Background: an optimization exercise with open tools, aiming at small area, a short achievable clock period and few clock cycles. Do not read the settings as production practice. Where RTL was checked, it was by simulation tests only, not by an equivalence proof against the original. Power and IR drop assume default switching activity.

job 7275:
// dma_top
module dma_top (
    input  logic                        CLK,
    input  logic                        RSTN,
    output logic                        INTR,
    input  logic                        PSEL,
    input  logic                        PENABLE,
    output logic                        PREADY,
    input  logic                        PWRITE,
    input  logic [dma_pkg::PADDR_W-1:0] PADDR,
    input  logic [dma_pkg::DATA_W-1:0]  PWDATA,
    output logic [dma_pkg::DATA_W-1:0]  PRDATA,
    output logic                        mem0_en,
    output logic [dma_pkg::BE_W-1:0]    mem0_we,
    output logic [dma_pkg::WORD_AW-1:0] mem0_addr,
    output logic [dma_pkg::DATA_W-1:0]  mem0_wdata,
    input  logic [dma_pkg::DATA_W-1:0]  mem0_rdata,
    output logic                        mem1_en,
    output logic [dma_pkg::BE_W-1:0]    mem1_we,
    output logic [dma_pkg::WORD_AW-1:0] mem1_addr,
    output logic [dma_pkg::DATA_W-1:0]  mem1_wdata,
    input  logic [dma_pkg::DATA_W-1:0]  mem1_rdata
);
For scale: about 930 cells after synthesis, about 220 flip-flops, about 270 I/O pins, ~11000 sq um of cells after synthesis.
Settings: LEC_CHECK=0, CAP_MARGIN=20, CORE_MARGIN=2, CORE_UTILIZATION=65, SETUP_SLACK_MARGIN=3.1, SLEW_MARGIN=20; clock period 6.0 ns.
standard.sh (not shown) runs the stock make flow with config.mk's settings and CLKGATE_MAP_FILE= SYNTH_SCRIPT=/design/flow/synth_recipe.tcl, a recipe that flattens the netlist after the stock synthesis.
==> flow/flow/run.sh <==
#!/bin/bash
# Standard ORFS layout (standard.sh) with changes to port buffers and CTS.
set -euo pipefail
export BUFFER_PORTS_ARGS="-buffer_cell sky130_fd_sc_hd__buf_1"
export CTS_ARGS="-sink_clustering_enable -repair_clock_nets -dont_use_dummy_load -buf_list {sky130_fd_sc_hd__clkbuf_8 sky130_fd_sc_hd__clkbuf_16} -sink_clustering_size 25 -sink_clustering_max_diameter 150"
bash standard.sh > standard_make.log 2>&1
The flow did not stop early for job 7275: all stages ran, and the layout cleared the timing, DRC and antenna checks.
Testbench counts of job 7275, summed over its fixed seeds: cycles 17,162.
Modified inputs, job 7581 compared to job 7275
# job 7275
export LEC_CHECK = 0
export CAP_MARGIN = 20
export CORE_MARGIN = 2
export CORE_UTILIZATION = 65
export SETUP_SLACK_MARGIN = 3.1
export SLEW_MARGIN = 20
create_clock -name core_clock -period 6.0 [get_ports {CLK}]
# job 7581
export LEC_CHECK = 0
export CAP_MARGIN = 20
export CORE_MARGIN = 2
export CORE_UTILIZATION = 65
export SETUP_SLACK_MARGIN = 3.3
export SLEW_MARGIN = 20
create_clock -name core_clock -period 6.0 [get_ports {CLK}]
==> flow/flow/run.sh <==
#!/bin/bash
# Standard ORFS layout (standard.sh) with two changes:
#  - port buffers use buf_1 instead of the default clkdlybuf4s50_1
#  - CTS builds the tree from clkbuf_4/clkbuf_8 and inserts no dummy loads
# Each tool's log stays under orfs/logs; make's own output goes to
# standard_make.log.
set -euo pipefail
export BUFFER_PORTS_ARGS="-buffer_cell sky130_fd_sc_hd__buf_1"
export CTS_ARGS="-repair_clock_nets -dont_use_dummy_load -buf_list {sky130_fd_sc_hd__clkbuf_4 sky130_fd_sc_hd__clkbuf_8}"
bash standard.sh > standard_make.log 2>&1
==> results.txt <==
- Of the two candidates, job 7275 has the worse worst hold slack and job 7581 the better one.
- Diff job 7275 -> job 7581 | power | down by a few percent
- Job 7581 ran to completion and came out clean on the timing, DRC and antenna checks.
- Lower non-clock buffer count among job 7275 and job 7581: job 7275
- After detailed routing, job 7275 needs less wire than job 7581.
- Relative to job 7275, the clock-buffer cell count of job 7581 is higher by 5.
- PRDATA[1] as the critical path capture point was reported by job 7581, and mem0_addr[2] by job 7275.
The following lists how job 8484 was set up differently from job 7581:
# job 7581
export LEC_CHECK = 0
export CAP_MARGIN = 20
export CORE_MARGIN = 2
export CORE_UTILIZATION = 65
export SETUP_SLACK_MARGIN = 3.3
export SLEW_MARGIN = 20
create_clock -name core_clock -period 6.0 [get_ports {CLK}]
# job 8484
export LEC_CHECK = 0
export CAP_MARGIN = 0
export CORE_MARGIN = 2
export CORE_UTILIZATION = 65
export SETUP_SLACK_MARGIN = 3.3
export SLEW_MARGIN = 0
create_clock -name core_clock -period 6.0 [get_ports {CLK}]
==> flow/flow/run.sh <==
#!/bin/bash
# Standard ORFS layout (standard.sh) with changes to port buffers and CTS.
set -euo pipefail
export BUFFER_PORTS_ARGS="-buffer_cell sky130_fd_sc_hd__buf_1"
export CTS_ARGS="-sink_clustering_enable -repair_clock_nets -dont_use_dummy_load -buf_list {sky130_fd_sc_hd__clkbuf_8 sky130_fd_sc_hd__clkbuf_16} -sink_clustering_size 25 -sink_clustering_max_diameter 150"
bash standard.sh > standard_make.log 2>&1
### Flow results
- Job 8484 ends up with lower final cycle utilization of the critical path than job 7581 does.
- Job 8484 vs job 7581 on design area: job 8484 is the higher one.
- Across both runs, flop-to-flop setup slack was higher for job 8484 than for job 7581.
- Job 7581 and job 8484 ended up with nearly the same buffering overhead.
- Job 8484 vs job 7581 — length in cells of the worst reg-to-reg path rose 1.
- Lower setup slack was reported by job 7581, not job 8484.
- Total power: job 8484 above job 7581
- In job 8484 the number of global-route vias before repair turned out 0.55% higher than in job 7581.

The RTL this note starts from:
==> flow/design.v <==
package dma_pkg;
    localparam int DATA_W     = 32;
    localparam int PADDR_W    = 32;
    localparam int WORD_AW    = 16;           
    localparam int BE_W       = DATA_W / 8;
    localparam int SIZE_W     = 16;
    localparam int FIFO_DEPTH = 4;
    localparam int FIFO_LVL_W = 3;            
    localparam int BANK_BIT   = 20;           
    localparam logic [PADDR_W-1:0] REG_SRC  = 32'h0000_0000;
    localparam logic [PADDR_W-1:0] REG_DST  = 32'h0000_0004;
    localparam logic [PADDR_W-1:0] REG_SIZE = 32'h0000_0008;
    localparam logic [PADDR_W-1:0] REG_MODE = 32'h0000_000c;
    localparam logic [PADDR_W-1:0] REG_INT  = 32'h0000_0010;
    localparam logic [BE_W-1:0] BE_ALL  = '1;
    localparam logic [BE_W-1:0] BE_NONE = '0;
    typedef union packed {
        logic [DATA_W-1:0] raw;
        struct packed {
            logic [DATA_W-BANK_BIT-2:0] unused_hi;     
            logic                       bank;
            logic [1:0]                 unused_lo;     
            logic [WORD_AW-1:0]         word;
            logic [1:0]                 offset;
        } f;
    } dma_addr_u;
endpackage
`timescale 1ns/10ps
module dma_top (
    input  logic                        CLK,
    input  logic                        RSTN,
    output logic                        INTR,
    input  logic                        PSEL,
    input  logic                        PENABLE,
    output logic                        PREADY,
    input  logic                        PWRITE,
    input  logic [dma_pkg::PADDR_W-1:0] PADDR,
    input  logic [dma_pkg::DATA_W-1:0]  PWDATA,
    output logic [dma_pkg::DATA_W-1:0]  PRDATA,
    output logic                        mem0_en,
    output logic [dma_pkg::BE_W-1:0]    mem0_we,
    output logic [dma_pkg::WORD_AW-1:0] mem0_addr,
    output logic [dma_pkg::DATA_W-1:0]  mem0_wdata,
    input  logic [dma_pkg::DATA_W-1:0]  mem0_rdata,
    output logic                        mem1_en,
    output logic [dma_pkg::BE_W-1:0]    mem1_we,
    output logic [dma_pkg::WORD_AW-1:0] mem1_addr,
    output logic [dma_pkg::DATA_W-1:0]  mem1_wdata,
    input  logic [dma_pkg::DATA_W-1:0]  mem1_rdata
);
    logic [31:0] src;
    logic [31:0] dst;
    logic [15:0] size;
    logic        busy;           
    logic        int_done;       
    logic [4:0]  sel_q;          
    logic        wr_q;           
    logic        start_q;        
    logic        setup;
    logic        start;
    logic        wen_src, wen_dst, wen_size, wen_int;
    logic        last_wr;        
    assign PREADY = 1'b1;
    assign setup  = PSEL & ~PENABLE;
    always_ff @(posedge CLK or negedge RSTN) begin
        if (!RSTN) begin
            sel_q   <= '0;
            start_q <= 1'b0;
        end else begin
            sel_q[0] <= setup && PADDR == dma_pkg::REG_SRC;
            sel_q[1] <= setup && PADDR == dma_pkg::REG_DST;
            sel_q[2] <= setup && PADDR == dma_pkg::REG_SIZE;
            sel_q[3] <= setup && PADDR == dma_pkg::REG_MODE;
            sel_q[4] <= setup && PADDR == dma_pkg::REG_INT;
            start_q  <= n_start_q;
        end
    end
    always_ff @(posedge CLK)
        wr_q <= PWRITE;
    assign start    = start_q & ~busy;
    assign wen_src  = sel_q[0] & wr_q & ~busy;
    assign wen_dst  = sel_q[1] & wr_q & ~busy;
    assign wen_size = sel_q[2] & wr_q & ~busy;
    assign wen_int  = sel_q[4] & wr_q & PWDATA[0];
    always_ff @(posedge CLK or negedge RSTN) begin
        if (!RSTN) begin
            src      <= '0;
            dst      <= '0;
            size     <= '0;
            int_done <= 1'b0;
            INTR     <= 1'b0;
        end else begin
            if (wen_src)  src  <= PWDATA;
            if (wen_dst)  dst  <= PWDATA;
            if (wen_size) size <= PWDATA[15:0];
            if (wen_int)
                int_done <= 1'b0;
            INTR <= last_wr | (start & size == '0);
            if (last_wr | (start & size == '0))     
                int_done <= 1'b1;
        end
    end
    assign PRDATA = ({32{sel_q[0]}} & src)
                  | ({32{sel_q[1]}} & dst)
                  | {16'd0, {16{sel_q[2]}} & size}
                  | {31'd0, sel_q[3] & busy}
                  | {31'd0, sel_q[4] & int_done};
    logic        sb, db, same;   
    logic [1:0]  so, dof;
    logic        s;              
    logic [1:0]  c;              
    logic [1:0]  end_off;
    logic [3:0]  first_be, last_be;
    logic        one_word;       
    assign sb       = src[dma_pkg::BANK_BIT];
    assign db       = dst[dma_pkg::BANK_BIT];
    assign same     = sb == db;
    assign so       = src[1:0];
    assign dof      = dst[1:0];
    assign s        = dof < so;
    assign c        = 2'((4'(dof) + 4'(size[1:0]) + 4'd3) >> 2);
    assign end_off  = dof + size[1:0];
    assign first_be = 4'hf << dof;
    assign last_be  = (end_off == 2'd0) ? 4'hf : ~(4'hf << end_off);
    assign one_word = (size[15:2] == 14'd0 && c == 2'd1) || (size[15:2] == 14'd1 && c == 2'd0);
    logic        reload;         
    logic        iss;            
    logic        infl;           
    logic        ready;          
    logic        skip;           
    logic        last;           
    logic [1:0]  d;              
    logic [3:0]  be;             
    logic        asel0, asel1;   
    logic [15:0] rd_addr;
    logic [15:0] wr_addr;
    logic [13:0] q;              
    logic [1:0]  ext;
    logic [31:0] W;              
    logic [23:0] C;              
    logic [31:0] rdata;
    logic [31:0] rot;
    logic        wr_now, rem2;
    logic        n_busy, n_ready, n_reload, n_skip, n_start_q, n_wr_now, n_iss;
    assign wr_now  = busy & ready;
    assign last_wr = wr_now & last;
    assign rem2 = (q == 14'd2 && ext == 2'd0) || (q == 14'd1 && ext == 2'd1)
               || (q == 14'd0 && ext == 2'd2);
    assign n_busy    = (busy & ~last_wr) | (start & size != '0);
    assign n_reload  = wen_src | wen_dst | last_wr;
    assign n_ready   = ~reload & ((infl & ~skip) | (ready & ~wr_now));
    assign n_skip    = reload ? s : (skip & ~infl);
    assign n_start_q = setup && PWRITE && PADDR == dma_pkg::REG_MODE && PWDATA == 32'd1;
    assign n_wr_now  = n_busy & n_ready;
    assign n_iss     = ~n_reload & ~(same & n_wr_now)
                     & (n_busy | n_start_q | (~n_ready & ~(iss & ~n_skip)));
    assign rdata = sb ? mem0_rdata : mem1_rdata;
    always_comb begin
        case (d)     
            2'd0: rot = rdata;
            2'd1: rot = {rdata[23:0], rdata[31:24]};
            2'd2: rot = {rdata[15:0], rdata[31:16]};
            default: rot = {rdata[7:0], rdata[31:8]};
        endcase
    end
    always_ff @(posedge CLK or negedge RSTN) begin
        if (!RSTN) begin
            busy   <= 1'b0;
            reload <= 1'b1;
            iss    <= 1'b0;
        end else begin
            busy   <= n_busy;
            reload <= n_reload;
            iss    <= n_iss;
        end
    end
    always_ff @(posedge CLK) begin
        d     <= dof - so;
        infl  <= iss;
        ready <= n_ready;
        skip  <= n_skip;
        asel0 <= db & (~sb | n_wr_now);
        asel1 <= ~db & (sb | n_wr_now);
        if (infl) begin
            W[31:24] <= rot[31:24];
            for (int b = 0; b < 3; b++)
                W[8*b +: 8] <= (b < d) ? C[8*b +: 8] : rot[8*b +: 8];
            C <= rot[23:0];
        end
        if (reload)
            rd_addr <= src[17:2];
        else if (iss)
            rd_addr <= rd_addr + 1'b1;
        if (start) begin
            wr_addr <= dst[17:2];
            q       <= size[15:2];
            ext     <= c;
            last    <= one_word;
            be      <= first_be & (one_word ? last_be : 4'hf);
        end else if (wr_now) begin
            wr_addr <= wr_addr + 1'b1;
            if (ext != 2'd0)
                ext <= ext - 1'b1;
            else
                q <= q - 1'b1;
            last <= rem2;
            be   <= rem2 ? last_be : 4'hf;
        end
    end
    logic wr0, wr1, rd0, rd1;
    assign wr0 = db & wr_now;
    assign wr1 = ~db & wr_now;
    assign rd0 = sb & iss;
    assign rd1 = ~sb & iss;
    assign mem0_en    = wr0 | rd0;
    assign mem1_en    = wr1 | rd1;
    assign mem0_we    = wr0 ? be : 4'd0;
    assign mem1_we    = wr1 ? be : 4'd0;
    assign mem0_addr  = asel0 ? wr_addr : rd_addr;
    assign mem1_addr  = asel1 ? wr_addr : rd_addr;
    assign mem0_wdata = W;
    assign mem1_wdata = W;
endmodule
clock: 6.0 ns
lec_check: 0
cap_margin: 20
core_margin: 2
core_utilization: 40
slew_margin: 20
run.sh (not shown) runs the stock make flow with config.mk's settings and CLKGATE_MAP_FILE= SYNTH_SCRIPT=/design/flow/synth_recipe.tcl, a recipe that flattens the netlist after the stock synthesis.
Stock flow here: none of the scripts above is used.
The first run finished clean.
Then changed:
==> flow/flow/run.sh (new file) <==
#!/bin/bash
# Standard ORFS layout (standard.sh) with changes to port buffers and CTS.
set -euo pipefail
export BUFFER_PORTS_ARGS="-buffer_cell sky130_fd_sc_hd__buf_1"
export CTS_ARGS="-sink_clustering_enable -repair_clock_nets -dont_use_dummy_load -buf_list sky130_fd_sc_hd__clkbuf_4 -sink_clustering_size 25"
bash standard.sh > standard_make.log 2>&1
==> flow/standard.sh (new file) <==
#!/bin/bash
# synth_recipe.tcl (not shown) runs the flow's synth.tcl, then flattens the netlist and writes it again
# the make line also repeats each setting of config.mk as NAME=value (left out here)
make -C /OpenROAD-flow-scripts/flow DESIGN_CONFIG=/design/flow/config.mk WORK_HOME=/design/flow/orfs CLKGATE_MAP_FILE= SYNTH_SCRIPT=/design/flow/synth_recipe.tcl "${@:-finish}"
--- a/flow/config.mk
+++ b/flow/config.mk
@@ -8,4 +8,4 @@
 export CAP_MARGIN = 20
 export CORE_MARGIN = 2
-export CORE_UTILIZATION = 40
+export CORE_UTILIZATION = 60
 export SLEW_MARGIN = 20
removed: flow/run.sh
The new run finished clean.
Sequential cell count stays the same.
Design area went down by about a fifth.
Cell count went down by a little under a tenth.
Then changed:
==> flow/flow/run.sh (replaced) <==
#!/bin/bash
# Standard ORFS layout (standard.sh) with changes to port buffers and CTS.
set -euo pipefail
export BUFFER_PORTS_ARGS="-buffer_cell sky130_fd_sc_hd__buf_1"
export CTS_ARGS="-sink_clustering_enable -repair_clock_nets -dont_use_dummy_load -buf_list {sky130_fd_sc_hd__clkbuf_4 sky130_fd_sc_hd__clkbuf_8} -sink_clustering_size 20 -sink_clustering_max_diameter 100"
bash standard.sh > standard_make.log 2>&1
--- a/flow/config.mk
+++ b/flow/config.mk
@@ -8,4 +8,4 @@
 export CAP_MARGIN = 20
 export CORE_MARGIN = 2
-export CORE_UTILIZATION = 60
+export CORE_UTILIZATION = 50
 export SLEW_MARGIN = 20
The changed run passed the timing, DRC and antenna checks.
Final cell count increases slightly.
Total power decreases by roughly a tenth.
Worst setup slack gains 0.095 ns.
Final area decreases slightly.
No functional check of the RTL was part of any run of this note.

Another version of the RTL of dma_top (not shown whole).
For scale: roughly 210 flip-flops, ~10000 sq um of cells after synthesis.
export LEC_CHECK = 0
export CAP_MARGIN = 20
export CORE_MARGIN = 2
export CORE_UTILIZATION = 50
export SETUP_SLACK_MARGIN = 3.5
export SLEW_MARGIN = 20
create_clock -name core_clock -period 6.0 [get_ports {CLK}]
standard.sh (not shown) runs the stock make flow with config.mk's settings and CLKGATE_MAP_FILE= SYNTH_SCRIPT=/design/flow/synth_recipe.tcl, a recipe that flattens the netlist after the stock synthesis.
==> flow/flow/run.sh <==
#!/bin/bash
# Standard ORFS layout (standard.sh) with changes to port buffers and CTS.
set -euo pipefail
export BUFFER_PORTS_ARGS="-buffer_cell sky130_fd_sc_hd__buf_1"
export CTS_ARGS="-sink_clustering_enable -repair_clock_nets -dont_use_dummy_load -buf_list {sky130_fd_sc_hd__clkbuf_4 sky130_fd_sc_hd__clkbuf_8} -sink_clustering_size 14 -sink_clustering_max_diameter 100"
bash standard.sh > standard_make.log 2>&1
Testbench counts at the start, summed over its fixed seeds: cycles 17,162.
Rerun with:
==> flow/flow/run.sh (replaced) <==
#!/bin/bash
# Standard ORFS layout (standard.sh) with changes to port buffers and CTS.
set -euo pipefail
export BUFFER_PORTS_ARGS="-buffer_cell sky130_fd_sc_hd__buf_1"
export CTS_ARGS="-sink_clustering_enable -repair_clock_nets -dont_use_dummy_load -buf_list {sky130_fd_sc_hd__clkbuf_8 sky130_fd_sc_hd__clkbuf_16} -sink_clustering_size 25 -sink_clustering_max_diameter 150"
bash standard.sh > standard_make.log 2>&1
--- a/flow/config.mk
+++ b/flow/config.mk
@@ -10,3 +10,3 @@
 export CORE_UTILIZATION = 50
-export SETUP_SLACK_MARGIN = 3.5
+export SETUP_SLACK_MARGIN = 3.0
 export SLEW_MARGIN = 20
=> Final area decreases by about 6%; wire length is lower by 11%; register-to-register slack loses 140 ps; hold slack degrades by 19 ps; die area does not change; total power rose by 2.5%; count of clock-buffer cells in the layout decreases by 7; area after synthesis is unchanged; core utilization falls by 3.8 points; sequential power stays flat.

[static timing again, ports no longer ideal]
No port has a modelled driver above. Below, the same layouts with a new extraction and two added sets of constraints.
Step 1 sets driving cells, clkbuf_16 on the clock port and buf_2 on the other inputs (assumed; they add their load-dependent delay and slew).
Step 2 also shifts input and output timing later by t, the mid clock arrival at the registers, as if the neighbouring blocks saw the same clock.
Three values: ideal, step 1, step 2; two values: the first two.
| run | t (ns) | slack for setup (ns) | worst setup path at the end |
|---|---|---|---|
| job 7275 | 0.500 | 3.226 / 3.181 / 3.377 | input to register |
| job 7581 | 0.498 | 3.248 / 3.210 / 3.371 | input to register |
| job 8484 | 0.500 | 3.288 / 3.243 / 3.373 | input to register |
| the first run of note 2 | 0.559 | 2.369 / 2.321 / 2.657 | input to register |
| the second run of note 2 | 0.679 | 2.615 / 2.571 / 3.032 | input to register |
| the third run of note 2 | 0.531 | 2.710 / 2.668 / 2.870 | input to register |
| the first run of note 3 | 0.554 | 3.018 / 2.974 / 3.155 | input to register |
| the second run of note 3 | 0.492 | 3.068 / 3.022 / 3.132 | register to register |
After both steps setup and hold are still met in every run listed.
